This design comes from an exercise in tuning for small area, a short achievable clock period and few clock cycles per item on the open sky130 flow, not from production work.
Function was checked by simulation only, so behaviour that the tests miss may differ from the original.
No activity file was given, so power comes from the tool's default toggle rates.

==> inputs of job 6114 <==
==> flow/design.v (excerpt) <==
module pipelined_alu (
  input  logic        clk,
  input  logic        rst,
  input  logic        in_valid,
  output logic        in_ready,
  input  logic [3:0]  op,
  input  logic [31:0] a,
  input  logic [31:0] b,
  output logic        out_valid,
  input  logic        out_ready,
  output logic [31:0] res,
  output logic [3:0]  flags,
  output logic [15:0] illegal_cnt
);
==> flow/config.mk <==
export PLATFORM = sky130hd
export DESIGN_NAME = pipelined_alu
export DESIGN_NICKNAME = pipelined_alu
export VERILOG_FILES = /design/flow/design.v
export SDC_FILE = /design/flow/constraint.sdc
export NUM_CORES = 4
export LEC_CHECK = 0
export CAP_MARGIN = 20
export CORE_MARGIN = 2
export CORE_UTILIZATION = 40
export SETUP_SLACK_MARGIN = 5
export SLEW_MARGIN = 20
==> flow/constraint.sdc <==
create_clock -name core_clock -period 9.0 [get_ports {clk}]
set_input_delay 1.8000 -clock core_clock [delete_from_list [all_inputs] [get_ports {clk}]]
set_output_delay 1.8000 -clock core_clock [all_outputs]
set_load 0.01 [all_outputs]
run.sh (not shown) runs the stock make flow with config.mk's settings and CLKGATE_MAP_FILE= SYNTH_SCRIPT=/design/flow/synth_recipe.tcl, a recipe that flattens the netlist after the stock synthesis.
==> job 5920 (differences from job 6114) <==
--- a/flow/design.v
+++ b/flow/design.v
@@ -48,15 +48,14 @@
   output logic        addsub,
   output logic        cmp,
   output logic        cmp_s,
   output logic        legal
 );
   logic [15:0] bneg;
   logic [31:0] ro, fill;
-  logic [3:0]  t;
   logic [31:0] bg;
   logic        cin, arith;
   assign legal  = ~(op[3] & op[2]);
   for (genvar j = 0; j < 16; j++) begin : g_bneg
     assign bneg[j] = is_mul & bx[2*j+1];
   end
   logic [31:0] pp0;
@@ -91,29 +90,30 @@
   assign pp13 = (({6{bone[13]}} & a[5:0]) | ({6{btwo[13]}} & {a[4:0], 1'b0})) ^ {6{bneg[13]}};
   assign pp14 = (({4{bone[14]}} & a[3:0]) | ({4{btwo[14]}} & {a[2:0], 1'b0})) ^ {4{bneg[14]}};
   assign pp15 = (({2{bone[15]}} & a[1:0]) | ({2{btwo[15]}} & {a[0:0], 1'b0})) ^ {2{bneg[15]}};
   assign addsub = (op == 4'h0) | (op == 4'h1);
   assign cmp    = (op == 4'hA) | (op == 4'hB);
   assign cmp_s  = ~op[0];
   assign arith  = addsub | cmp;
-  assign bg     = (bx & {32{arith}}) | fill;
+  assign bg     = bx & {32{arith}};
   assign cin    = sub;
   always_comb begin
-    for (int i = 0; i < 32; i++) fill[i] = (op == 4'h8) & a[0] & (i[4:0] < bx[4:0]);
+    for (int i = 0; i < 32; i++) fill[i] = op[3] & a[0] & (i[4:0] < bx[4:0]);
   end
   always_comb begin
+    ro    = '0;
     case (op)
-      4'h0, 4'h1, 4'hA, 4'hB: t = 4'b1100;   
-      4'h2:                   t = 4'b1000;   
-      4'h3:                   t = 4'b1110;   
-      4'h4:                   t = 4'b0110;   
-      4'h5:                   t = 4'b0011;   
-      default:                t = 4'b0000;
+      4'h0, 4'h1, 4'hA, 4'hB: ro = a;
+      4'h2: ro = a & bx;
+      4'h3: ro = a | bx;
+      4'h4: ro = a ^ bx;
+      4'h5: ro = ~a;
+      4'h7, 4'h8: ro = fill;
+      default: ro = '0;
     endcase
-    for (int i = 0; i < 32; i++) ro[i] = t[{a[i], bx[i]}];
   end
   logic t0_s1;
   logic t0_c2;
   logic t0_s3;
   logic t0_c4;
   logic t0_s5;
   logic t0_c6;
==> job 889 (differences from job 6114) <==
--- a/flow/design.v
+++ b/flow/design.v
@@ -48,15 +48,14 @@
   output logic        addsub,
   output logic        cmp,
   output logic        cmp_s,
   output logic        legal
 );
   logic [15:0] bneg;
   logic [31:0] ro, fill;
-  logic [3:0]  t;
   logic [31:0] bg;
   logic        cin, arith;
   assign legal  = ~(op[3] & op[2]);
   for (genvar j = 0; j < 16; j++) begin : g_bneg
     assign bneg[j] = is_mul & bx[2*j+1];
   end
   logic [31:0] pp0;
@@ -91,29 +90,30 @@
   assign pp13 = (({6{bone[13]}} & a[5:0]) | ({6{btwo[13]}} & {a[4:0], 1'b0})) ^ {6{bneg[13]}};
   assign pp14 = (({4{bone[14]}} & a[3:0]) | ({4{btwo[14]}} & {a[2:0], 1'b0})) ^ {4{bneg[14]}};
   assign pp15 = (({2{bone[15]}} & a[1:0]) | ({2{btwo[15]}} & {a[0:0], 1'b0})) ^ {2{bneg[15]}};
   assign addsub = (op == 4'h0) | (op == 4'h1);
   assign cmp    = (op == 4'hA) | (op == 4'hB);
   assign cmp_s  = ~op[0];
   assign arith  = addsub | cmp;
-  assign bg     = (bx & {32{arith}}) | fill;
+  assign bg     = bx & {32{arith}};
   assign cin    = sub;
   always_comb begin
-    for (int i = 0; i < 32; i++) fill[i] = (op == 4'h8) & a[0] & (i[4:0] < bx[4:0]);
+    for (int i = 0; i < 32; i++) fill[i] = op[3] & a[0] & (i[4:0] < bx[4:0]);
   end
   always_comb begin
+    ro    = '0;
     case (op)
-      4'h0, 4'h1, 4'hA, 4'hB: t = 4'b1100;   
-      4'h2:                   t = 4'b1000;   
-      4'h3:                   t = 4'b1110;   
-      4'h4:                   t = 4'b0110;   
-      4'h5:                   t = 4'b0011;   
-      default:                t = 4'b0000;
+      4'h0, 4'h1, 4'hA, 4'hB: ro = a;
+      4'h2: ro = a & bx;
+      4'h3: ro = a | bx;
+      4'h4: ro = a ^ bx;
+      4'h5: ro = ~a;
+      4'h7, 4'h8: ro = fill;
+      default: ro = '0;
     endcase
-    for (int i = 0; i < 32; i++) ro[i] = t[{a[i], bx[i]}];
   end
   logic t0_s1;
   logic t0_c2;
   logic t0_s3;
   logic t0_c4;
   logic t0_s5;
   logic t0_c6;
Settings changed: CORE_UTILIZATION 40 to 65, CTS_CLUSTER_DIAMETER from default to 80, CTS_CLUSTER_SIZE from default to 25, PLACE_DENSITY from default to 0.75.
==> summary of the runs <==
Of job 6114 and job 5920, job 6114 has the higher sequential cell count (gap 4).
Cell area: job 6114 < job 889 < job 5920.
Wire length: job 5920 > job 889 > job 6114.
Synthesized cell count: job 889 is larger than job 6114 (8.7%).
The lowest register-to-register slack belongs to job 889, the highest to job 5920.
First-iteration DRC count, lowest first: job 6114, job 5920, job 889.
Core utilization, highest first: job 889, job 5920, job 6114.
==> figures <==
| metric | job 889 | job 6114 | job 5920 |
|---|---|---|---|
| Leakage power | 0.0119 uW | 0.0109 uW | 0.0120 uW |
| DIE AREA | 40100 um^2 | 62600 um^2 | 64700 um^2 |
| Result of the run | no timing/DRC/antenna violations | no timing/DRC/antenna violations | no timing/DRC/antenna violations |
| Met3 routing resource usage after global routing | 10.1% | 4.98% | 5.19% |
| Simple-gate share of the synthesized area | 6.62% | 6.67% | 6.62% |
| Layout buffer count excluding clock buffers | 243 | 215 | 228 |
| Sw Share | 46.3% | 45.6% | 45.0% |
| Relative contribution of combinational cells to total power | 66.8% | 65.5% | 65.4% |
| Highest layer used for signal routing | met5 | met5 | met4 |
| Clock tree buffer count of the final layout | 22 | 37 | 38 |
| Detail Placement HPWL | 52800 um | 51100 um | 55900 um |
| Max IR drop VDD | 0.256 mV | 0.231 mV | 0.324 mV |
| CORE AREA | 37800 um^2 | 60100 um^2 | 61800 um^2 |
| Number of buffers added by the clock tree synthesis step | 20 | 29 | 31 |
| Minimum setup slack in the final design | 4.97 ns | 4.95 ns | 4.97 ns |
| Post-place instance area | 26500 um^2 | 26100 um^2 | 26900 um^2 |
Testbench counts of job 6114, summed over its fixed seeds: cycles 16,024, items 16,000.
Testbench counts of job 5920, summed over its fixed seeds: cycles 16,024, items 16,000.
Testbench counts of job 889, summed over its fixed seeds: cycles 16,024, items 16,000.

---

==> harbor: inputs <==
pipelined_alu with an RTL version that a note above also has.
## pipelined_alu
module pipelined_alu (
  input  logic        clk,
  input  logic        rst,
  input  logic        in_valid,
  output logic        in_ready,
  input  logic [3:0]  op,
  input  logic [31:0] a,
  input  logic [31:0] b,
  output logic        out_valid,
  input  logic        out_ready,
  output logic [31:0] res,
  output logic [3:0]  flags,
  output logic [15:0] illegal_cnt
);
  localparam int NC = alu_pkg::NC;
  logic        v0, v1, v2, bubble;
  logic [3:0]  op0;
  logic [31:0] a0, bx0;
  logic        rev0;
  logic        sub0;
  logic [15:0] bone0, btwo0;
  logic        is_mul0;
  logic        sub_p;
  logic [31:0] bx_p, ax_p;
  logic        rev_p, rev1, rev2;
  logic [15:0] bone_p, btwo_p;
  logic        is_mul_p;
  logic [NC-1:0] cut_s, cut1;
  logic        addsub_s, cmp_s, cmps_s, legal_s;
  logic        addsub1, cmp1, cmps1, legal1;
  logic [31:0] sum_s;
  logic        carry_s, ovf_s;
  logic [31:0] res2;
  logic [2:0]  fl2;         
  logic [15:0] cnt;
  logic        s0_go, s1_go, s2_go;
  assign s2_go    = ~v2 | out_ready;
  assign s1_go    = ~v1 | s2_go;
  assign s0_go    = ~v0 | s1_go;
  assign in_ready = bubble | out_ready;
  alu_pre u_pre (
    .op   (op),
    .a    (a),
    .ax   (ax_p),
    .rev  (rev_p),
    .b    (b),
    .sub  (sub_p),
    .bx   (bx_p),
    .bone (bone_p),
    .btwo (btwo_p),
    .is_mul (is_mul_p)
  );
  alu_stage1 u_s1 (
    .op    (op0),
    .a     (a0),
    .sub   (sub0),
    .bx    (bx0),
    .bone  (bone0),
    .btwo  (btwo0),
    .is_mul (is_mul0),
    .cut   (cut_s),
    .addsub (addsub_s),
  ...
Settings: LEC_CHECK=0, CAP_MARGIN=20, CORE_MARGIN=2, CORE_UTILIZATION=65, PLACE_DENSITY=0.75, SETUP_SLACK_MARGIN=5, SLEW_MARGIN=20; clock period 9.0 ns.
==> sierra: changes against harbor <==
--- a/flow/design.v
+++ b/flow/design.v
@@ -47,16 +47,17 @@
   output logic [95:0] cut,
   output logic        addsub,
   output logic        cmp,
   output logic        cmp_s,
   output logic        legal
 );
   logic [15:0] bneg;
   logic [31:0] ro, fill;
+  logic [3:0]  t;
   logic [31:0] bg;
   logic        cin, arith;
   assign legal  = ~(op[3] & op[2]);
   for (genvar j = 0; j < 16; j++) begin : g_bneg
     assign bneg[j] = is_mul & bx[2*j+1];
   end
   logic [31:0] pp0;
   logic [29:0] pp1;
@@ -89,32 +90,31 @@
   assign pp12 = (({8{bone[12]}} & a[7:0]) | ({8{btwo[12]}} & {a[6:0], 1'b0})) ^ {8{bneg[12]}};
   assign pp13 = (({6{bone[13]}} & a[5:0]) | ({6{btwo[13]}} & {a[4:0], 1'b0})) ^ {6{bneg[13]}};
   assign pp14 = (({4{bone[14]}} & a[3:0]) | ({4{btwo[14]}} & {a[2:0], 1'b0})) ^ {4{bneg[14]}};
   assign pp15 = (({2{bone[15]}} & a[1:0]) | ({2{btwo[15]}} & {a[0:0], 1'b0})) ^ {2{bneg[15]}};
   assign addsub = (op == 4'h0) | (op == 4'h1);
   assign cmp    = (op == 4'hA) | (op == 4'hB);
   assign cmp_s  = ~op[0];
   assign arith  = addsub | cmp;
-  assign bg     = bx & {32{arith}};
+  assign bg     = (bx & {32{arith}}) | fill;
   assign cin    = sub;
   always_comb begin
-    for (int i = 0; i < 32; i++) fill[i] = op[3] & a[0] & (i[4:0] < bx[4:0]);
+    for (int i = 0; i < 32; i++) fill[i] = (op == 4'h8) & a[0] & (i[4:0] < bx[4:0]);
   end
   always_comb begin
-    ro    = '0;
     case (op)
-      4'h0, 4'h1, 4'hA, 4'hB: ro = a;
-      4'h2: ro = a & bx;
-      4'h3: ro = a | bx;
-      4'h4: ro = a ^ bx;
-      4'h5: ro = ~a;
-      4'h7, 4'h8: ro = fill;
-      default: ro = '0;
+      4'h0, 4'h1, 4'hA, 4'hB: t = 4'b1100;   
+      4'h2:                   t = 4'b1000;   
+      4'h3:                   t = 4'b1110;   
+      4'h4:                   t = 4'b0110;   
+      4'h5:                   t = 4'b0011;   
+      default:                t = 4'b0000;
     endcase
+    for (int i = 0; i < 32; i++) ro[i] = t[{a[i], bx[i]}];
   end
   logic t0_s1;
   logic t0_c2;
   logic t0_s3;
   logic t0_c4;
   logic t0_s5;
   logic t0_c6;
   logic t0_s7;
==> flow/flow/run.sh (new file) <==
#!/bin/bash
set -euo pipefail
cd "$(dirname "$0")/.."
bash standard.sh synth > synth.log 2>&1
bash standard.sh "BUFFER_PORTS_ARGS=-buffer_cell sky130_fd_sc_hd__buf_2" finish > layout.log 2>&1
==> flow/standard.sh (new file) <==
#!/bin/bash
# synth_recipe.tcl (not shown) runs the flow's synth.tcl, then flattens the netlist and writes it again
# the make line also repeats each setting of config.mk as NAME=value (left out here)
make -C /OpenROAD-flow-scripts/flow DESIGN_CONFIG=/design/flow/config.mk WORK_HOME=/design/flow/orfs CLKGATE_MAP_FILE= SYNTH_SCRIPT=/design/flow/synth_recipe.tcl "${@:-finish}"
- CORE_UTILIZATION: 65 -> 40
- PLACE_DENSITY: 0.75 -> unset
removed: flow/run.sh
==> lagoon: changes against harbor <==
--- a/flow/design.v
+++ b/flow/design.v
@@ -47,16 +47,17 @@
   output logic [95:0] cut,
   output logic        addsub,
   output logic        cmp,
   output logic        cmp_s,
   output logic        legal
 );
   logic [15:0] bneg;
   logic [31:0] ro, fill;
+  logic [3:0]  t;
   logic [31:0] bg;
   logic        cin, arith;
   assign legal  = ~(op[3] & op[2]);
   for (genvar j = 0; j < 16; j++) begin : g_bneg
     assign bneg[j] = is_mul & bx[2*j+1];
   end
   logic [31:0] pp0;
   logic [29:0] pp1;
@@ -89,32 +90,31 @@
   assign pp12 = (({8{bone[12]}} & a[7:0]) | ({8{btwo[12]}} & {a[6:0], 1'b0})) ^ {8{bneg[12]}};
   assign pp13 = (({6{bone[13]}} & a[5:0]) | ({6{btwo[13]}} & {a[4:0], 1'b0})) ^ {6{bneg[13]}};
   assign pp14 = (({4{bone[14]}} & a[3:0]) | ({4{btwo[14]}} & {a[2:0], 1'b0})) ^ {4{bneg[14]}};
   assign pp15 = (({2{bone[15]}} & a[1:0]) | ({2{btwo[15]}} & {a[0:0], 1'b0})) ^ {2{bneg[15]}};
   assign addsub = (op == 4'h0) | (op == 4'h1);
   assign cmp    = (op == 4'hA) | (op == 4'hB);
   assign cmp_s  = ~op[0];
   assign arith  = addsub | cmp;
-  assign bg     = bx & {32{arith}};
+  assign bg     = (bx & {32{arith}}) | fill;
   assign cin    = sub;
   always_comb begin
-    for (int i = 0; i < 32; i++) fill[i] = op[3] & a[0] & (i[4:0] < bx[4:0]);
+    for (int i = 0; i < 32; i++) fill[i] = (op == 4'h8) & a[0] & (i[4:0] < bx[4:0]);
   end
   always_comb begin
-    ro    = '0;
     case (op)
-      4'h0, 4'h1, 4'hA, 4'hB: ro = a;
-      4'h2: ro = a & bx;
-      4'h3: ro = a | bx;
-      4'h4: ro = a ^ bx;
-      4'h5: ro = ~a;
-      4'h7, 4'h8: ro = fill;
-      default: ro = '0;
+      4'h0, 4'h1, 4'hA, 4'hB: t = 4'b1100;   
+      4'h2:                   t = 4'b1000;   
+      4'h3:                   t = 4'b1110;   
+      4'h4:                   t = 4'b0110;   
+      4'h5:                   t = 4'b0011;   
+      default:                t = 4'b0000;
     endcase
+    for (int i = 0; i < 32; i++) ro[i] = t[{a[i], bx[i]}];
   end
   logic t0_s1;
   logic t0_c2;
   logic t0_s3;
   logic t0_c4;
   logic t0_s5;
   logic t0_c6;
   logic t0_s7;
- CORE_UTILIZATION: 65 -> 40
- CTS_CLUSTER_DIAMETER: unset -> 80
- CTS_CLUSTER_SIZE: unset -> 25
- PLACE_DENSITY: 0.75 -> unset
==> summary.txt <==
item                                                              harbor          lagoon          sierra
Outcome                                                   finished clean  finished clean  finished clean
Reg area                                                        7710 µm²        7790 µm²        7790 µm²
Sequential fraction of design power                                22.5%           23.5%           23.2%
Internal cell power                                              5.51 mW         5.26 mW         5.34 mW
Layout overhead on the synthesized area                            13.1%           12.9%           11.2%
Power in the clock group                                         1.20 mW        0.968 mW         1.26 mW
Layout cell share with drive strength beyond 1                     10.5%           12.1%           17.4%
Global-route wire length before repair                         115000 µm       110000 µm       112000 µm
Yosys top cell area share                                          28.8%           29.7%           29.7%
Signal buf overhead                                                7.87%           7.74%           5.30%
Final-layout worst hold slack                                   0.436 ns        0.447 ns        0.425 ns
Total net switching power                                        4.57 mW         4.55 mW         4.58 mW
Global-route track usage on met3                                   10.6%           4.65%           4.25%
Detail Route met3 WL                                             9580 µm         6690 µm         7020 µm
Wire length the detailed router placed on met1                  27900 µm        28900 µm        29600 µm
Post-Place Worst Slack                                           3.82 ns         4.20 ns         4.65 ns
Adder and majority cell fraction of the synthesized area           23.2%           20.6%           20.6%
Fraction of area in multi-input gates                              55.2%           54.4%           55.1%
Max Clk Rate                                                   0.248 GHz       0.248 GHz       0.248 GHz
Core Util, Final                                                   74.9%           45.5%           44.9%
Min Tclk post-route                                              4.03 ns         4.03 ns         4.03 ns
Endpoint of the worst-slack reg-to-reg timing path              cut1[84]        cut1[89]        res2[30]
Testbench counts of harbor, summed over its fixed seeds: cycles 16,024, items 16,000.
Testbench counts of sierra, summed over its fixed seeds: cycles 16,024, items 16,000.
Testbench counts of lagoon, summed over its fixed seeds: cycles 16,024, items 16,000.

==> separate check: timing with driven ports <==
The results above use ideal ports. As a check the final layouts listed here were re-extracted and re-timed, cells and wires unchanged. Step 1 sets driving cells, clkbuf_16 on the clock port and buf_2 on the other inputs (assumed; they add their load-dependent delay and slew). Step 2 times the ports against the registers' clock, not the clock port: input delays grow and output delays shrink by t, the midpoint of the rising clock arrivals with the driver on. a / b / c = no drivers / after step 1 / after step 2; a / b = the first two.
run	t (ns)	slack for setup (ns)	worst setup path after step 2	clock arrival spread, ns	worst slew at a driven data input, ns
job 6114	0.654	4.946 / 4.924 / 4.729	input to register	0.011 / 0.010	0.05
job 5920	0.648	4.973 / 4.941 / 4.733	input to register	0.022 / 0.022	0.04
job 889	0.615	4.974 / 4.942 / 4.709	input to register	0.033 / 0.033	0.04
harbor	0.643	4.975 / 4.943 / 4.710	input to register	0.036 / 0.035	0.04
sierra	0.643	4.974 / 4.942 / 4.838	input to register	0.027 / 0.027	0.04
lagoon	0.605	4.972 / 4.940 / 4.742	input to register	0.031 / 0.030	0.05
After both steps setup and hold are still met in every run listed.
